What follows belongs to an exercise in optimizing a design on an open flow for small area, a short achievable clock period and few clock cycles per item; a production flow would make more cautious choices.
The RTL was checked by simulation tests, not by an equivalence proof against the original design.
Power is estimated from default activity; no workload was simulated.

### flow/design.v
`timescale 1ns / 1ps
`default_nettype none
package pfa_pkg;
    localparam int FRAMES   = 32;
    localparam int IDX_W    = $clog2(FRAMES);
    localparam int FUNC_W   = 3;
    localparam int PAGE_W   = 5;
    localparam int OWNER_W  = 8;
    localparam int TIME_W   = 32;
    localparam int FRAME_W  = 5;
    localparam int S_DATA_W = 48;
    localparam int M_DATA_W = 16;
    localparam logic [OWNER_W-1:0] NO_OWNER = '1;
    localparam logic [FUNC_W-1:0] FN_ALLOC     = 3'd0;
    localparam logic [FUNC_W-1:0] FN_ALLOC_OWN = 3'd1;
    localparam logic [FUNC_W-1:0] FN_FREE      = 3'd2;
    localparam logic [FUNC_W-1:0] FN_TEST      = 3'd3;
    localparam logic [FUNC_W-1:0] FN_VICTIM    = 3'd4;
    localparam logic [FUNC_W-1:0] FN_SET_OWNER = 3'd5;
    localparam logic [FUNC_W-1:0] FN_GET_OWNER = 3'd6;
    localparam logic [FUNC_W-1:0] FN_ACCESS    = 3'd7;
endpackage
`default_nettype wire
`timescale 1ns / 1ps
`default_nettype none
import pfa_pkg::*;
module pfa_dpath (
    input  wire logic                aclk,
    input  wire logic                aresetn,
    input  wire logic [pfa_pkg::S_DATA_W-1:0] s_tdata,
    input  wire logic                take,
    input  wire logic                out_free,
    output logic                     min_busy,
    output logic [pfa_pkg::M_DATA_W-1:0]      m_tdata
);
    logic [FRAMES-1:0]  used_reg;
    logic [OWNER_W-1:0] owner_reg [FRAMES];
    logic [TIME_W-1:0]  time_reg  [FRAMES];
    logic [FUNC_W-1:0]  in_func;
    logic [PAGE_W-1:0]  in_page;
    logic [OWNER_W-1:0] in_owner;
    logic [TIME_W-1:0]  in_time;
    assign in_func  = s_tdata[2:0];
    assign in_page  = s_tdata[7:3];
    assign in_owner = s_tdata[15:8];
    assign in_time  = s_tdata[47:16];
    logic [FRAMES-1:0]  free_1h;
    logic               free_any;
    logic [IDX_W-1:0]   free_idx;
    assign free_1h  = ~used_reg & (used_reg + 1'b1);
    assign free_any = ~&used_reg;
    always_comb begin
        free_idx = '0;
        for (int i = 0; i < FRAMES; i++) begin
            if (free_1h[i]) free_idx = free_idx | IDX_W'(i);
        end
    end
    logic               is_alloc, is_alloc_own, is_free, is_set_own, is_access;
    logic [FRAMES-1:0]  page_1h;
    assign is_alloc     = take && ((in_func == FN_ALLOC) || (in_func == FN_ALLOC_OWN));
    assign is_alloc_own = take && (in_func == FN_ALLOC_OWN);
    assign is_free      = take && (in_func == FN_FREE);
    assign is_set_own   = take && (in_func == FN_SET_OWNER);
    assign is_access    = take && (in_func == FN_ACCESS);
    always_comb begin
        for (int i = 0; i < FRAMES; i++) page_1h[i] = (in_page == PAGE_W'(i));
    end
    logic [OWNER_W-1:0] own_wdata;
    logic [TIME_W-1:0]  time_wdata;
    logic [FRAMES-1:0]  own_we, time_we;
    assign own_wdata  = aresetn ? in_owner : NO_OWNER;
    assign time_wdata = aresetn ? in_time  : '0;
    always_comb begin
        for (int i = 0; i < FRAMES; i++) begin
            own_we[i]  = !aresetn || (is_alloc_own && free_1h[i]) || (is_set_own && page_1h[i]);
            time_we[i] = !aresetn || (is_alloc_own && free_1h[i]) || (is_access  && page_1h[i]);
        end
    end
    always_ff @(posedge aclk) begin
        for (int i = 0; i < FRAMES; i++) begin
            if (own_we[i])  owner_reg[i] <= own_wdata;
            if (time_we[i]) time_reg[i]  <= time_wdata;
        end
    end
    always_ff @(posedge aclk) begin
        if (!aresetn) begin
            used_reg <= '0;
        end else begin
            for (int i = 0; i < FRAMES; i++) begin
                if (is_alloc && free_1h[i])     used_reg[i] <= 1'b1;
                else if (is_free && page_1h[i]) used_reg[i] <= 1'b0;
            end
        end
    end
    localparam int CNT_W = IDX_W - 1;
    logic [TIME_W-1:0] min_t;
    logic [IDX_W-1:0]  min_i;
    logic              scan;
    logic [CNT_W-1:0]  min_cnt;
    logic              wr;
    logic [IDX_W-1:0]  wr_i;
    assign wr   = is_access || (is_alloc_own && free_any);
    assign wr_i = is_access ? in_page : free_idx;
    logic [TIME_W-1:0] a_t, b_t;
    assign a_t = time_reg[{min_cnt, 1'b0}];
    assign b_t = time_reg[{min_cnt, 1'b1}];
    logic w_lt_m, w_eq_m, b_lt_a, a_lt_m, b_lt_m, a_lt_w, b_lt_w;
    assign w_lt_m = in_time < min_t;
    assign w_eq_m = in_time == min_t;
    assign b_lt_a = b_t < a_t;
    assign a_lt_m = a_t < min_t;
    assign b_lt_m = b_t < min_t;
    assign a_lt_w = a_t < in_time;
    assign b_lt_w = b_t < in_time;
    logic w_own;        
    logic w_beats;      
    logic w_raise;      
    assign w_own   = (wr_i == min_i);
    assign w_beats = w_lt_m || (w_eq_m && (wr_i <= min_i));
    assign w_raise = w_own && !w_lt_m && !w_eq_m;
    logic w_walked, w_here;
    assign w_walked = wr && (wr_i[IDX_W-1:1] < min_cnt);
    assign w_here   = wr && (wr_i[IDX_W-1:1] == min_cnt);
    assign min_busy = scan;
    always_ff @(posedge aclk) begin
        if (!aresetn) begin
            min_t   <= '0;
            min_i   <= '0;
            scan    <= 1'b0;
            min_cnt <= '0;
        end else if (!scan) begin
            if (wr) begin
                if (w_raise) begin
                    scan    <= 1'b1;
                    min_cnt <= '0;
                end else if (w_beats) begin
                    min_t <= in_time;
                    min_i <= wr_i;
                end
            end
        end else begin
            if (w_walked && w_raise) begin
                min_cnt <= '0;
            end else if (!w_here) begin
                min_cnt <= min_cnt + 1'b1;
                if (min_cnt == '1) scan <= 1'b0;
                if (w_walked && w_beats) begin
                    if (b_lt_a ? b_lt_w : a_lt_w) begin
                        min_t <= b_lt_a ? b_t : a_t;
                        min_i <= {min_cnt, b_lt_a};
                    end else begin
                        min_t <= in_time;
                        min_i <= wr_i;
                    end
                end else begin
                    if ((min_cnt == '0) || (b_lt_a ? b_lt_m : a_lt_m)) begin
                        min_t <= b_lt_a ? b_t : a_t;
                        min_i <= {min_cnt, b_lt_a};
                    end
                end
            end
        end
    end
    logic [M_DATA_W-2:0] r_res;
    always_comb begin
        r_res = '0;
        case (in_func)
            FN_ALLOC, FN_ALLOC_OWN: begin
                r_res[FRAME_W-1:0] = free_idx;
                r_res[5]           = free_any;
            end
            FN_TEST:      r_res[6]    = used_reg[in_page];
            FN_VICTIM: begin
                r_res[FRAME_W-1:0] = min_i;
                r_res[5]           = 1'b1;
            end
            FN_GET_OWNER: r_res[14:7] = owner_reg[in_page];
            default: ;
        endcase
    end
    logic [M_DATA_W-2:0] out_reg;
    always_ff @(posedge aclk) begin
        if (out_free) begin
            out_reg <= r_res;
        end
    end
    assign m_tdata = {1'b0, out_reg};
endmodule
`default_nettype wire
`timescale 1ns / 1ps
`default_nettype none
import pfa_pkg::*;
module pfa_ctrl (
    input  wire logic              aclk,
    input  wire logic              aresetn,
    input  wire logic              s_tvalid,
    output logic                   s_tready,
    input  wire logic [FUNC_W-1:0] s_func,
    output logic                   m_tvalid,
    input  wire logic              m_tready,
    input  wire logic              min_busy,
    output logic                   take,
    output logic                   out_free
);
    logic vo;
    assign out_free = !vo || m_tready;
    assign s_tready = out_free && !(min_busy && (s_func == FN_VICTIM));
    assign take     = s_tvalid && s_tready;
    assign m_tvalid = vo;
    always_ff @(posedge aclk) begin
        if (!aresetn) begin
            vo <= 1'b0;
        end else if (out_free) begin
            vo <= take;
        end
    end
endmodule
`default_nettype wire
`timescale 1ns / 1ps
`default_nettype none
import pfa_pkg::*;
module page_frame_allocator_lru (
    input  wire logic                aclk,
    input  wire logic                aresetn,
    input  wire logic                s_tvalid,
    output logic                     s_tready,
    input  wire logic [pfa_pkg::S_DATA_W-1:0] s_tdata,    
    output logic                     m_tvalid,
    input  wire logic                m_tready,
    output logic [pfa_pkg::M_DATA_W-1:0]      m_tdata     
);
    logic take;
    logic out_free;
    logic min_busy;
    pfa_ctrl u_ctrl (
        .aclk     (aclk),
        .aresetn  (aresetn),
        .s_tvalid (s_tvalid),
        .s_tready (s_tready),
        .s_func   (s_tdata[pfa_pkg::FUNC_W-1:0]),
        .m_tvalid (m_tvalid),
        .m_tready (m_tready),
        .min_busy (min_busy),
        .take     (take),
        .out_free (out_free)
    );
    pfa_dpath u_dpath (
        .aclk     (aclk),
        .aresetn  (aresetn),
        .s_tdata  (s_tdata),
        .take     (take),
        .out_free (out_free),
        .min_busy (min_busy),
        .m_tdata  (m_tdata)
    );
endmodule
`default_nettype wire
### flow/run.sh
#!/bin/bash
# synth_recipe.tcl (not shown) runs the flow's synth.tcl, then flattens the netlist and writes it again
# the make line also repeats each setting of config.mk as NAME=value (left out here)
make -C /OpenROAD-flow-scripts/flow DESIGN_CONFIG=/design/flow/config.mk WORK_HOME=/design/flow/orfs CLKGATE_MAP_FILE= SYNTH_SCRIPT=/design/flow/synth_recipe.tcl finish
### flow/config.mk
export PLATFORM = sky130hd
export DESIGN_NAME = page_frame_allocator_lru
export DESIGN_NICKNAME = page_frame_allocator_lru
export VERILOG_FILES = /design/flow/design.v
export SDC_FILE = /design/flow/constraint.sdc
export NUM_CORES = 4
export LEC_CHECK = 0
export CAP_MARGIN = 20
export CORE_MARGIN = 2
export CORE_UTILIZATION = 40
export SLEW_MARGIN = 20
### flow/constraint.sdc
create_clock -name core_clock -period 5.0 [get_ports {aclk}]
set_input_delay 1.0000 -clock core_clock [delete_from_list [all_inputs] [get_ports {aclk}]]
set_output_delay 1.0000 -clock core_clock [all_outputs]
set_load 0.01 [all_outputs]
==> results of run 1 <==
==> metrics by stage <==
step                util (%)  setup TNS [ps]  hold slack, ps  cells  setup WS, ps
floorplan                  -               0           450.0   3803         30.56
global placement       45.95          -14350           470.0   6150        -478.1
detailed placement     45.96          -17630           477.9   6150        -618.9
CTS                    49.59          -18.19           492.7   6430        -8.504
global route           50.81           -2069           513.2   6480        -92.11
finish                 50.81          -333.2           493.9   6481        -45.97
==> cell usage after synthesis, types with 31 or more instances <==
library cell | instances | area share (%)
inv_1 | 124 | 0.81
a311oi_1 | 33 | 0.51
a221oi_1 | 129 | 2.0
clkbuf_1 | 141 | 0.93
buf_2 | 51 | 0.45
nand2_1 | 121 | 0.79
ha_1 | 200 | 4.4
nor3_1 | 75 | 0.66
dfxtp_1 | 75 | 2.6
nand2b_1 | 33 | 0.36
and3_1 | 46 | 0.50
nand4_1 | 111 | 1.2
a211oi_1 | 34 | 0.45
o221ai_1 | 31 | 0.48
a22oi_1 | 332 | 4.4
a21oi_1 | 111 | 0.97
nor2_1 | 157 | 1.0
nand3_1 | 102 | 0.89
o21ai_0 | 111 | 0.97
edfxtp_1 | 1295 | 68
a22o_1 | 116 | 1.8
==> report_power, final <==
group,internal [mW],switching (mW)
clock,5.83,4.63
sequential,13.4,0.203
combinational,0.704,1.43
==> per-layer routing <==
metal / global-route usage (%) / vias up / wire length [µm]
li1: - / 16997 / -
met1: 39.42 / 20871 / 83910
met2: 41.05 / 2730 / 91300
met3: 5.686 / 341 / 23290
met4: 8.020 / 0 / 6193
met5: 0 / - / 0
==> timing repair <==
item	4_1_cts	5_1_grt
gates resized for setup	74	232
setup buffers	22	43
cloned	1	9
setup endpoints to repair	37	40
hold buffers	0	0
endpoints found under the hold margin	0	0
pin swaps	28	107
==> worst max-delay path by stage <==
stage	cells past startpoint	endpoint	start	slack [ps]
final	22	u_dpath.min_t[7]	u_dpath.min_cnt[1]	-50
after global routing	24	u_dpath.min_t[7]	u_dpath.min_cnt[1]	-90
after CTS	24	u_dpath.min_t[10]	u_dpath.min_cnt[0]	-9
after detailed placement	21	u_dpath.min_t[2]	u_dpath.min_cnt[0]	-620
after global placement	21	u_dpath.min_t[16]	u_dpath.min_cnt[0]	-480
after floorplan	6	u_dpath.time_reg[0][0]	s_tdata[3]	30
==> cells by family (layout without fill, tap and decap cells) <==
logic type               count (synthesis)  in the layout  synth area share (%)
flip-flops                            1370           1370                 70.69
AO/OA/AOI/OAI                         1099           1099                 14.88
AND/OR/NAND/NOR                        765            766                 6.999
buffers and inverters                  352           1138                 2.549
adder cells (fa/ha/maj)                200            200                 4.380
multiplexers                            16             16                0.5037
other                                    1              2              0.006563
==> area by class of cell <==
type,count,area [µm²]
fill,11781,69650
sequential,1370,40400
inverter,125,476.7
multi-input combinational,2082,17060
clock buffer,164,3615
tap,1890,2365
antenna,1,2.502
timing repair buffer,756,7039
clock inverter,93,979.7
==> critical path: stages (launching register included) <==
cell	delay, ps
dfxtp_2	340
buf_6	140
ha_4	190
and3_4	220
buf_4	190
buf_4	190
buf_4	150
a22o_1	240
a221oi_2	220
nand4_1	180
buf_6	190
buf_4	160
ha_1	290
a21oi_1	160
o21ai_0	150
a2111oi_1	330
o211ai_1	160
a211o_1	370
buf_4	170
o22a_4	260
buf_12	170
a221oi_2	320
o41ai_2	110
==> results.txt, run 1 <==
Req. time, crit path ~5700 ps; Hold Fails Final Rpt 0; Hold Path End u_dpath.used_reg[21]; detailed placement HPWL approximately 130 mm; Syn Area/Cell approximately 15 µm²; max FFs per register between 1,000 and 1,500; vias in the first global route between 30,000 and 40,000; post-layout minimum cycle time just over 5000 ps; vias per cell around 6.3; worst clock skew about 70 ps; vias after detailed routing about 41,000; Overall Power around 26 mW; Worst Tran Pin Value 1176 ps; Final #Nets 4,728; Setup crit start kind flop; Max-Cap Viols 0; final worst-path cycle share 100.9%; Seq/Total Area, Yosys 70.69%; Detailed Routing Iterations Pass 1 6; FF-to-FF path depth 22; CTS Buf Count roughly 140; CP Capture Type flop; initial antenna violation count 1; critical path data arrival time about 5700 ps; final setup margin -45.97 ps; io pins 70; fmax approximately 200 MHz; Crit Reg-Reg Endpoint u_dpath.min_t[7]; hold wc startpoint u_dpath.used_reg[21]; TritonCTS clock tree yes; DRC viols 0; # setup viols final 17; die extent in y approximately 380 µm; largest net degree at the start of global routing 80; count of cell types in the netlist 90; worst vdd rail ir drop about 0.00038 V; Post-Syn Area 57,140 µm²; Sinks on Clock Net 1,370; status failed layout checks; RSZ-0062 raised after global routing true; Max H-tree Level 4; hold-critical path depth 2; Min-Delay Path Class reg2reg; CTS root buf clkbuf_16; Post-synth ARST share 0%; most frequent cells in the layout edfxtp_1, buf_4, a22oi_1; maximum buffer depth of the clock tree 3; Worst-path clk slew approximately 60 ps; die area about 150,000 µm²; Clock Latency Late Sink roughly 810 ps; P&R area growth vs syn 25.90%; Leak Pwr approximately 25 nW; Initial Utilization approximately two fifths; r2r startpoint u_dpath.min_cnt[1]; core area ~140,000 µm²; Overflow after GRT 0; SO Faults negative setup slack; Avg WL per Cell ~32 µm; most common cell after layout, fill and taps aside edfxtp_1; Die Wd between 300 and 400 µm; Worst Setup Path Type reg2reg; Cells after Synth 3,803; post-route cell area approximately 70,000 µm²; GRT Resource Usage Total 27.16%; DRT iter0 DRCs between 6,000 and 7,000; Post-synth EDFFs approximately 1,300; final WL between 200 and 250 mm; reg-to-reg setup timing slack -50 ps; synthesis-stage register bit count between 1,000 and 1,500; Final ANT Viol Nets 0; Synthesized Nets about 4,100; power per cell area 363.6 nW/µm²; share of cells above drive strength 1 about a quarter; routability cong. around 0.98; first-pass GRT wire length between 200 and 300 mm; dpl cell area around 65,000 µm²; relative slew slack a little over a fifth; Max Slew Vio Count 0; port buffer count slightly below 70; main flop type after synthesis edfxtp_1; Synth Warn # 4; CP Max Fanout 7; Rows ~140
Testbench counts, summed over its fixed seeds: cycles 5,403, items 4,800.
==> run 2: changes to the inputs <==
--- a/flow/design.v
+++ b/flow/design.v
@@ -92,74 +92,101 @@
             end
         end
     end
-    localparam int CNT_W = IDX_W - 1;
+    localparam int GRP   = 2;                   
+    localparam int NGRP  = FRAMES / GRP;
+    localparam int GIX_W = $clog2(GRP);
+    localparam int CNT_W = $clog2(NGRP) + 1;    
     logic [TIME_W-1:0] min_t;
     logic [IDX_W-1:0]  min_i;
     logic              scan;
-    logic [CNT_W-1:0]  min_cnt;
+    logic [CNT_W-1:0]  rd_cnt;      
+    logic [CNT_W-1:0]  mg_cnt;      
+    logic              g_v;         
+    logic [TIME_W-1:0] ga_t, gb_t;
     logic              wr;
     logic [IDX_W-1:0]  wr_i;
+    logic [CNT_W-1:0]  wr_g;
     assign wr   = is_access || (is_alloc_own && free_any);
     assign wr_i = is_access ? in_page : free_idx;
-    logic [TIME_W-1:0] a_t, b_t;
-    assign a_t = time_reg[{min_cnt, 1'b0}];
-    assign b_t = time_reg[{min_cnt, 1'b1}];
-    logic w_lt_m, w_eq_m, b_lt_a, a_lt_m, b_lt_m, a_lt_w, b_lt_w;
+    assign wr_g = CNT_W'(wr_i[IDX_W-1:GIX_W]);
+    logic              gb_lt_ga;
+    logic [TIME_W-1:0] g_t;
+    logic [IDX_W-1:0]  g_i;
+    assign gb_lt_ga = gb_t < ga_t;
+    assign g_t      = gb_lt_ga ? gb_t : ga_t;
+    assign g_i      = {mg_cnt[CNT_W-2:0], gb_lt_ga};
+    logic w_lt_m, w_eq_m, g_lt_m, g_lt_w;
     assign w_lt_m = in_time < min_t;
     assign w_eq_m = in_time == min_t;
-    assign b_lt_a = b_t < a_t;
-    assign a_lt_m = a_t < min_t;
-    assign b_lt_m = b_t < min_t;
-    assign a_lt_w = a_t < in_time;
-    assign b_lt_w = b_t < in_time;
+    assign g_lt_m = gb_lt_ga ? (gb_t < min_t)   : (ga_t < min_t);
+    assign g_lt_w = gb_lt_ga ? (gb_t < in_time) : (ga_t < in_time);
     logic w_own;        
     logic w_beats;      
     logic w_raise;      
     assign w_own   = (wr_i == min_i);
     assign w_beats = w_lt_m || (w_eq_m && (wr_i <= min_i));
     assign w_raise = w_own && !w_lt_m && !w_eq_m;
-    logic w_walked, w_here;
-    assign w_walked = wr && (wr_i[IDX_W-1:1] < min_cnt);
-    assign w_here   = wr && (wr_i[IDX_W-1:1] == min_cnt);
+    logic w_merged, w_in_g, w_in_rd, rd_on;
+    assign w_merged = wr && (wr_g < mg_cnt);
+    assign w_in_g   = wr && g_v && (wr_g == mg_cnt);
+    assign w_in_rd  = wr && (wr_g == rd_cnt);
+    assign rd_on    = (rd_cnt != CNT_W'(NGRP));
     assign min_busy = scan;
     always_ff @(posedge aclk) begin
         if (!aresetn) begin
-            min_t   <= '0;
-            min_i   <= '0;
-            scan    <= 1'b0;
-            min_cnt <= '0;
+            min_t  <= '0;
+            min_i  <= '0;
+            scan   <= 1'b0;
+            rd_cnt <= '0;
+            mg_cnt <= '0;
+            g_v    <= 1'b0;
         end else if (!scan) begin
+            rd_cnt <= '0;
+            mg_cnt <= '0;
+            g_v    <= 1'b0;
             if (wr) begin
                 if (w_raise) begin
-                    scan    <= 1'b1;
-                    min_cnt <= '0;
+                    scan <= 1'b1;
                 end else if (w_beats) begin
                     min_t <= in_time;
                     min_i <= wr_i;
                 end
             end
+        end else if (w_merged && w_raise) begin
+            rd_cnt <= '0;
+            mg_cnt <= '0;
+            g_v    <= 1'b0;
         end else begin
-            if (w_walked && w_raise) begin
-                min_cnt <= '0;
-            end else if (!w_here) begin
-                min_cnt <= min_cnt + 1'b1;
-                if (min_cnt == '1) scan <= 1'b0;
-                if (w_walked && w_beats) begin
-                    if (b_lt_a ? b_lt_w : a_lt_w) begin
-                        min_t <= b_lt_a ? b_t : a_t;
-                        min_i <= {min_cnt, b_lt_a};
-                    end else begin
-                        min_t <= in_time;
-                        min_i <= wr_i;
-                    end
+            if (g_v && !w_in_g) begin
+                mg_cnt <= mg_cnt + 1'b1;
+                if (mg_cnt == CNT_W'(NGRP - 1)) scan <= 1'b0;
+            end
+            if (w_in_g) begin
+                rd_cnt <= mg_cnt;
+                g_v    <= 1'b0;
+            end else if (rd_on && !w_in_rd) begin
+                rd_cnt <= rd_cnt + 1'b1;
+                g_v    <= 1'b1;
+            end else begin
+                g_v    <= 1'b0;
+            end
+            if (w_merged && w_beats) begin
+                if (g_v && !w_in_g && g_lt_w) begin
+                    min_t <= g_t;
+                    min_i <= g_i;
                 end else begin
-                    if ((min_cnt == '0) || (b_lt_a ? b_lt_m : a_lt_m)) begin
-                        min_t <= b_lt_a ? b_t : a_t;
-                        min_i <= {min_cnt, b_lt_a};
-                    end
+                    min_t <= in_time;
+                    min_i <= wr_i;
                 end
-            end
-        end
+            end else if (g_v && !w_in_g && ((mg_cnt == '0) || g_lt_m)) begin
+                min_t <= g_t;
+                min_i <= g_i;
+            end
+        end
+    end
+    always_ff @(posedge aclk) begin
+        ga_t <= time_reg[{rd_cnt[CNT_W-2:0], 1'b0}];
+        gb_t <= time_reg[{rd_cnt[CNT_W-2:0], 1'b1}];
     end
     logic [M_DATA_W-2:0] r_res;
     always_comb begin
==> run 2 against run 1 <==
  * Register-to-register slack improved by 430 ps
  * Sequential power rose by 6%
  * Core utilization fell by 3.9 points
  * Critical path type unchanged
  * Critical endpoint is now u_dpath.min_t[6]
  * Cell area fell by 5.2%
  * Combinational power fell by 11%
  * Synthesized cell count rose by 0.42%
  * Flip-flop and latch count rose by 71
  * Routed wire length fell by 7.2%
  * Sequential share of layout area rose by 5.1 points
  * The run now finishes clean
  * Final cell count fell by 5.9%
  * Largest power group unchanged
  * Worst setup slack improved by 430 ps
==> results.txt, run 2 <==
status timing/DRC/antenna clean; final WL approximately 190 mm; post-route cell area between 60,000 and 70,000 µm²; Setup crit start kind flop; Detailed Routing Iterations Pass 1 7; Synth Warn # 4; Final #Nets 4,314; share of the synthesized area in the top cell type about two thirds; worst hold slack 462.5 ps; count of cell types in the netlist 86; reg-to-reg setup timing slack roughly 380 ps; Avg WL per Cell between 30 and 40 µm; Die Wd approximately 390 µm; share of cells above drive strength 1 about 14%; r2r startpoint u_dpath.used_reg[4]; most area-hungry cell type in the Yosys netlist edfxtp_1; DRT iter0 DRCs 5,763; Synth area leaders edfxtp_1, dfxtp_1, ha_1; Cells after Synth between 3,000 and 4,000; Req. time, crit path between 5000 and 6000 ps; vias in the first global route 36,471; hold-critical path depth 1; GRT Resource Usage Total between 20% and 30%; RSZ-0062 raised after global routing false; Post-synth EDFFs ~1,300; crit-path max cell delay 550 ps; register area 41,810 µm²; Max Slew Vio Count 0; Overflow after GRT 0; die extent in y 386.5 µm; Final ANT Viol Nets 0; power per cell area about 400 nW/µm²; synthesis-stage register bit count between 1,000 and 1,500; Hold Fails Final Rpt 0; main flop type after synthesis edfxtp_1; setup bufs post-CTS 0; largest net degree at the start of global routing 63; top-count cell post-synth edfxtp_1; Post-Syn Area slightly below 60,000 µm²; P&R area growth vs syn 16.57%; CP Launch Point u_dpath.used_reg[4]; Initial Utilization a little over 40%; CP Max Fanout 29; Hold Path End u_dpath.min_t[21]; Clock Latency Late Sink slightly below 800 ps; max FFs per register 1,024; Worst Tran Pin Value 1106 ps; post-layout minimum cycle time 4615 ps; Worst-path clk slew approximately 70 ps; detailed placement HPWL 113.8 mm; maximum buffer depth of the clock tree 3; critical path data arrival time roughly 5300 ps; most common cell after layout, fill and taps aside edfxtp_1; relative slew slack between 20% and 30%; Max-Cap Viols 0; worst clock skew 63.88 ps; Worst Setup Path Type reg2reg; core area about 150,000 µm²; die area 149,400 µm²; FF-to-FF path depth 17; dpl cell area roughly 64,000 µm²; DRC viols 0; list of most frequent post-synthesis cells edfxtp_1, nor2_1, ha_1; CTS Buf Count roughly 150; initial antenna violation count 12; CP Capture Type flop; port buffer count 68; Post-synth ARST share 0%; vias per cell about 6.3; Slowest-stage cell, CP dfxtp_1; Rows 140; Sinks on Clock Net 1,441; final worst-path cycle share 92.30%; number of fill cells 12,411; vias after detailed routing between 30,000 and 40,000; Leak Pwr between 20 and 25 nW; Max H-tree Level 4; Syn Area/Cell 15.32 µm²; Min-Delay Path Class reg2reg; worst vdd rail ir drop around 0.00031 V; TritonCTS clock tree yes; Seq/Total Area, Yosys 71.44%; area of the multi-input gates around 16,000 µm²; Crit Reg-Reg Endpoint u_dpath.min_t[6]; Synthesized Nets just over 4,000; routability cong. slightly above 0.9; hold wc startpoint u_dpath.min_t[21]; first-pass GRT wire length ~270 mm; # setup viols final 0; crit-path cells nand4_4, nor4_4, and3_1, a222oi_1, a31oi_2, ha_1, nand4_1, o31a_1, a31oi_1, o21ai_2, nand4_1, a31oi_1, nor2_1, o21ai_4, buf_12, mux2i_1, o2bb2ai_1; fmax between 200 and 250 MHz; CTS root buf clkbuf_16; most frequent cells in the layout edfxtp_1, nor2_1, ha_1; io pins 70
==> run 2: cell types whose count changed after synthesis, sizes merged, moves of 35 or more <==
cell,previous run,this run
dfxtp,75,146
clkbuf,141,176
nand4,112,68
mux2i,4,50
nand3,102,53
a41oi,3,58
a22o,116,159
nor3,76,28
buf,86,33
o2bb2ai,1,38
a22oi,332,188
nor2,157,235
==> run 2: critical path: cells and delay by family, from the launching register on <==
kind	cells	cell delay [ps]
AOI/OAI and AO/OA	8	1660
and+or+nand+nor	6	1400
DFF	1	550
adders and majority gates	1	310
buffers and inverters	1	280
muxes	1	220
==> run 2: power breakdown <==
| group | total [mW] | leakage [nW] | internal, mW | switching (mW) |
|---|---|---|---|---|
| Clock | 10.7 | 2.26 | 6.01 | 4.65 |
| Sequential | 14.4 | 13.9 | 14.1 | 0.295 |
| Combinational | 1.91 | 6.90 | 0.602 | 1.31 |
| Total | 26.9 | 23.1 | 20.7 | 6.26 |
==> run 2: kinds of logic after synthesis <==
| group | count (synthesis) | synth area share (%) |
|---|---|---|
| AO/OA/AOI/OAI | 1057 | 14.06 |
| XOR/XNOR | 8 | 0.1197 |
| adder cells (fa/ha/maj) | 203 | 4.340 |
| buffers and inverters | 338 | 2.315 |
| flip-flops | 1441 | 71.44 |
| multiplexers | 93 | 1.875 |
| other | 1 | 0.006407 |
| AND/OR/NAND/NOR | 678 | 5.841 |
==> run 2: layout make-up <==
| cell class | instances | share of cell area [%] |
|---|---|---|
| inverters | 129 | 0.7115 |
| multi-input cells | 2040 | 23.37 |
| clock buffers | 199 | 5.843 |
| clock inverters | 70 | 0.9995 |
| repair buffers | 301 | 4.269 |
| well taps | 1917 | 3.516 |
| flip-flops and latches | 1441 | 61.28 |
| diodes | 1 | 0.003668 |
==> run 2: timing repair <==
item,CTS,global route
hold buffers,0,0
setup endpoints to repair,0,12
resized for setup,0,2
==> run 2: worst max path at each step <==
stage	to
3_5_place_dp	u_dpath.min_t[10]
2_1_floorplan	u_dpath.time_reg[12][0]
3_3_place_gp	u_dpath.min_t[20]
6_report	u_dpath.min_t[6]
5_1_grt	u_dpath.min_t[10]
4_1_cts	u_dpath.min_t[10]
==> run 2: per-layer routing <==
layer | up-vias | track usage, % | wire length [µm]
li1 | 16088 | - | -
met1 | 19422 | 36.26 | 78650
met2 | 2415 | 37.80 | 84170
met3 | 338 | 4.896 | 21500
met4 | 8 | 7.508 | 5616
met5 | - | 0 | 55
==> run 2: metrics by stage <==
stage | instances | total power, mW | setup slack [ps] | TNS, ps | utilization [%]
after global placement | 5828 | 16.41 | 43.63 | 0 | 43.69
after CTS | 6097 | 26.99 | 395.2 | 0 | 46.90
after detailed placement | 5828 | 16.47 | -20.40 | -21.29 | 43.69
after global routing | 6097 | 27.68 | 1.055 | 0 | 46.93
after floorplan | 3819 | 15.51 | -96.28 | -18480 | -
final | 6098 | 26.93 | 384.8 | 0 | 46.93
Testbench counts of run 2, summed over its fixed seeds: cycles 5,453, items 4,800.

-- afterwards: timing with drivers on the ports --
Ports are ideal in the flow. The routed layouts listed here were re-timed in OpenROAD.
Step 1 sets driving cells, clkbuf_16 on the clock port and buf_2 on the other inputs (assumed; they add their load-dependent delay and slew).
Step 2, shift: input delay + t, output delay - t, t = (earliest + latest rising clock arrival at the registers) / 2. This alone moves slack from input paths to output paths.
Three values: ideal, step 1, step 2; two values: the first two.
run | shift t [ns] | setup slack, ns | worst setup path at the end | worst slew at a driven data input, ns
run 1 | 0.850 | -0.046 / -0.046 / -0.074 | input to register | 0.09
run 2 | 0.840 | 0.385 / 0.385 / -0.027 | input to register | 0.05
Met with ideal ports but missed after step 2: setup timing in run 2. For run 2, which loses most, drivers alone change the setup slack by 0.000 ns; drivers and shift together by -0.412 ns.
